This design comes from an exercise in tuning for small area and a short achievable clock period on the open sky130 flow, not from production work. Function was checked by simulation only, so behaviour that the tests miss may differ from the original. Power figures rest on the tool's default switching activity, not on a simulated workload.

== run A ==
==> flow/design.v (excerpt) <==
module wdc_acq_top (
  input  logic                                  lclk,
  input  logic                                  lclk_rst,
  input  logic [2*12-1:0]  i_adc_samp,
  input  logic [2*16-1:0]             i_trig_conf,
  input  logic                                  i_rd_en,
  input  logic                                  i_ltc_set,
  input  logic [48-1:0]                 i_ltc_val,
  output logic                                  o_rd_valid,
  output logic [48+3:0]                 o_rd_word,
  output logic [2-1:0]                o_overflow
);
Size in the first run: about 4600 cells after synthesis, about 2300 flip-flops, roughly 160 I/O pins, about 66000 um2 of cells after synthesis.
export LEC_CHECK = 0
export CAP_MARGIN = 20
export CORE_MARGIN = 2
export CORE_UTILIZATION = 60
export CTS_BUF_LIST = sky130_fd_sc_hd__clkbuf_16
export CTS_CLUSTER_DIAMETER = 100
export CTS_CLUSTER_SIZE = 25
export SETUP_SLACK_MARGIN = 1.7
export SLEW_MARGIN = 20
create_clock -name core_clock -period 4.0 [get_ports {lclk}]
run.sh (not shown) runs the stock make flow with config.mk's settings and CLKGATE_MAP_FILE= SYNTH_SCRIPT=/design/flow/synth_recipe.tcl, a recipe that flattens the netlist after the stock synthesis.
Run A | status: complete | timing, DRC, antenna: pass
## Diff of input files: run B against run A
- a change of SETUP_SLACK_MARGIN from 1.7 to 2.3
Results
- A startpoint of the worst setup timing path of g_chan[0].u_capture.room$_SDFF_PP1_ is what run A shows, while u_readout.cnt[0]$_SDFF_PN0_ belongs to run B.
- Against run A, run B reports a path depth of the worst reg2reg path that is higher.
- Run B does worse than run A on routed wire length.
- In the reports for run A and run B, the larger final worst-path setup slack belongs to run B.
- The worst hold path class comes out reg -> reg in one run and in -> reg in the other, namely in run A and run B respectively.
- Run A -> run B: power density relative to cell area decreased slightly
- Diff run A -> run B: hold-critical path depth went up, final-layout worst hold slack shrank by 0.12 ns.
For run C, these inputs were changed with respect to run B:
- CORE_UTILIZATION: 60 -> 80
- SETUP_SLACK_MARGIN: 2.3 -> 2.0
Notes after the runs:
Proportion of total power due to net switching in run C vs run B: up 0.23 points
[compare] base=run B new=run C: tapcell count went down by 406, layout clock buffer count has increased, achievable clock frequency went down by 0.060 GHz.
Compared run C vs run B, and worst endpoint data arrival time is up in run C.
Run C vs run B — wire length rose about 2.7%.
Between run C and run B, the final worst-path cycle share is lower for run B.
Run B → run C: worst hold slack now sits higher, non-clock buffer count shrank by about 33%, final design instance area without fill -about 7%.
> inputs changed (run C -> run D)
- changing CORE_UTILIZATION from 80 to 70
Findings:
Run D against run C: maximum number of pins on one net before global-route repair rose 3; sequential cell count essentially unchanged.
u_readout.samp_q[1]$_DFF_P_ as the last element of the critical path was reported by run C, and o_rd_word[6] by run D.
Higher number of antenna repair diodes among run D and run C: run C
Of run D and run C, it is run D that has the lower global-route usage.
In the tables for run D and run C, minimum period implied by the final worst setup slack reads lower with run D.
Run D reached the end of the flow, and the finished layout is clean on the timing, design-rule and antenna checks.
[run D] global-route met3 utilization fell 6.1 points relative to run C
Going from run C to run D, via-per-instance ratio shrinks by 11%.

========
the previous run:
Another version of the RTL of wdc_acq_top (not shown whole).
For scale: ~4400 cells after synthesis, ~2300 flip-flops, roughly 0.066 mm^2 of cells after synthesis.
clock: 4.0 ns
lec_check: 0
cap_margin: 20
core_margin: 2
core_utilization: 60
cts_buf_list: sky130_fd_sc_hd__clkbuf_4 sky130_fd_sc_hd__clkbuf_8
cts_cluster_size: 30
slew_margin: 20
The previous run: PASS, flow complete, no timing, DRC or antenna violations
## Diff of input files: the current run against the previous run
--- a/flow/config.mk
+++ b/flow/config.mk
@@ -10,3 +10 @@
-export CORE_UTILIZATION = 60
-export CTS_BUF_LIST = sky130_fd_sc_hd__clkbuf_4 sky130_fd_sc_hd__clkbuf_8
-export CTS_CLUSTER_SIZE = 30
+export CORE_UTILIZATION = 40
Results
- Diff the previous run -> the current run | fraction of power consumed by the clock network | decrease of 0.2 points
- The share of total power consumed by net switching was comparable across the current run and the previous run.
- Worst-case setup margin in the final layout: higher on the previous run
- The current run ends up with a worst relative slew slack that is 0.77 points lower than in the previous run.

[afterwards: timing with drivers on the ports]
The flow's constraints put no driver on any port. The routed layouts listed below were extracted and timed again, unchanged, in two steps. Step 1 assumes that a clkbuf_16 drives the clock port and a buf_2 every other input. Step 2 moves the port delays by t, midway between the first and last clock arrival at a register: inputs arrive t later, outputs are due t later. That takes back most of the time a late clock gives input paths. Three values: ideal ports, drivers, drivers and shift; two values: the first two.
| run | t, ns | setup slack, ns | hold slack, ns | latest minus earliest clock arrival (ns) | slew at the worst register clock pin (ns) |
|---|---|---|---|---|---|
| run A | 0.793 | 1.671 / 1.671 / 1.004 | 0.326 / 0.326 / 0.326 | 0.036 / 0.036 | 0.11 / 0.11 |
| run B | 0.813 | 1.945 / 1.870 / 1.495 | 0.206 / 0.155 / 0.330 | 0.031 / 0.030 | 0.10 / 0.10 |
| run C | 0.806 | 1.655 / 1.655 / 1.240 | 0.274 / 0.221 / 0.322 | 0.046 / 0.046 | 0.12 / 0.12 |
| run D | 0.787 | 1.895 / 1.818 / 1.261 | 0.292 / 0.239 / 0.330 | 0.035 / 0.034 | 0.11 / 0.11 |
| the previous run | 1.027 | 0.986 / 0.986 / 0.978 | 0.296 / 0.266 / 0.316 | 0.076 / 0.076 | 0.07 / 0.07 |
| the current run | 0.879 | 0.964 / 0.964 / 0.854 | 0.271 / 0.271 / 0.271 | 0.090 / 0.090 | 0.07 / 0.07 |
After both steps every run listed still meets setup and hold. For run A, which loses most, drivers alone change the setup slack by 0.000 ns; drivers and shift together by -0.667 ns.
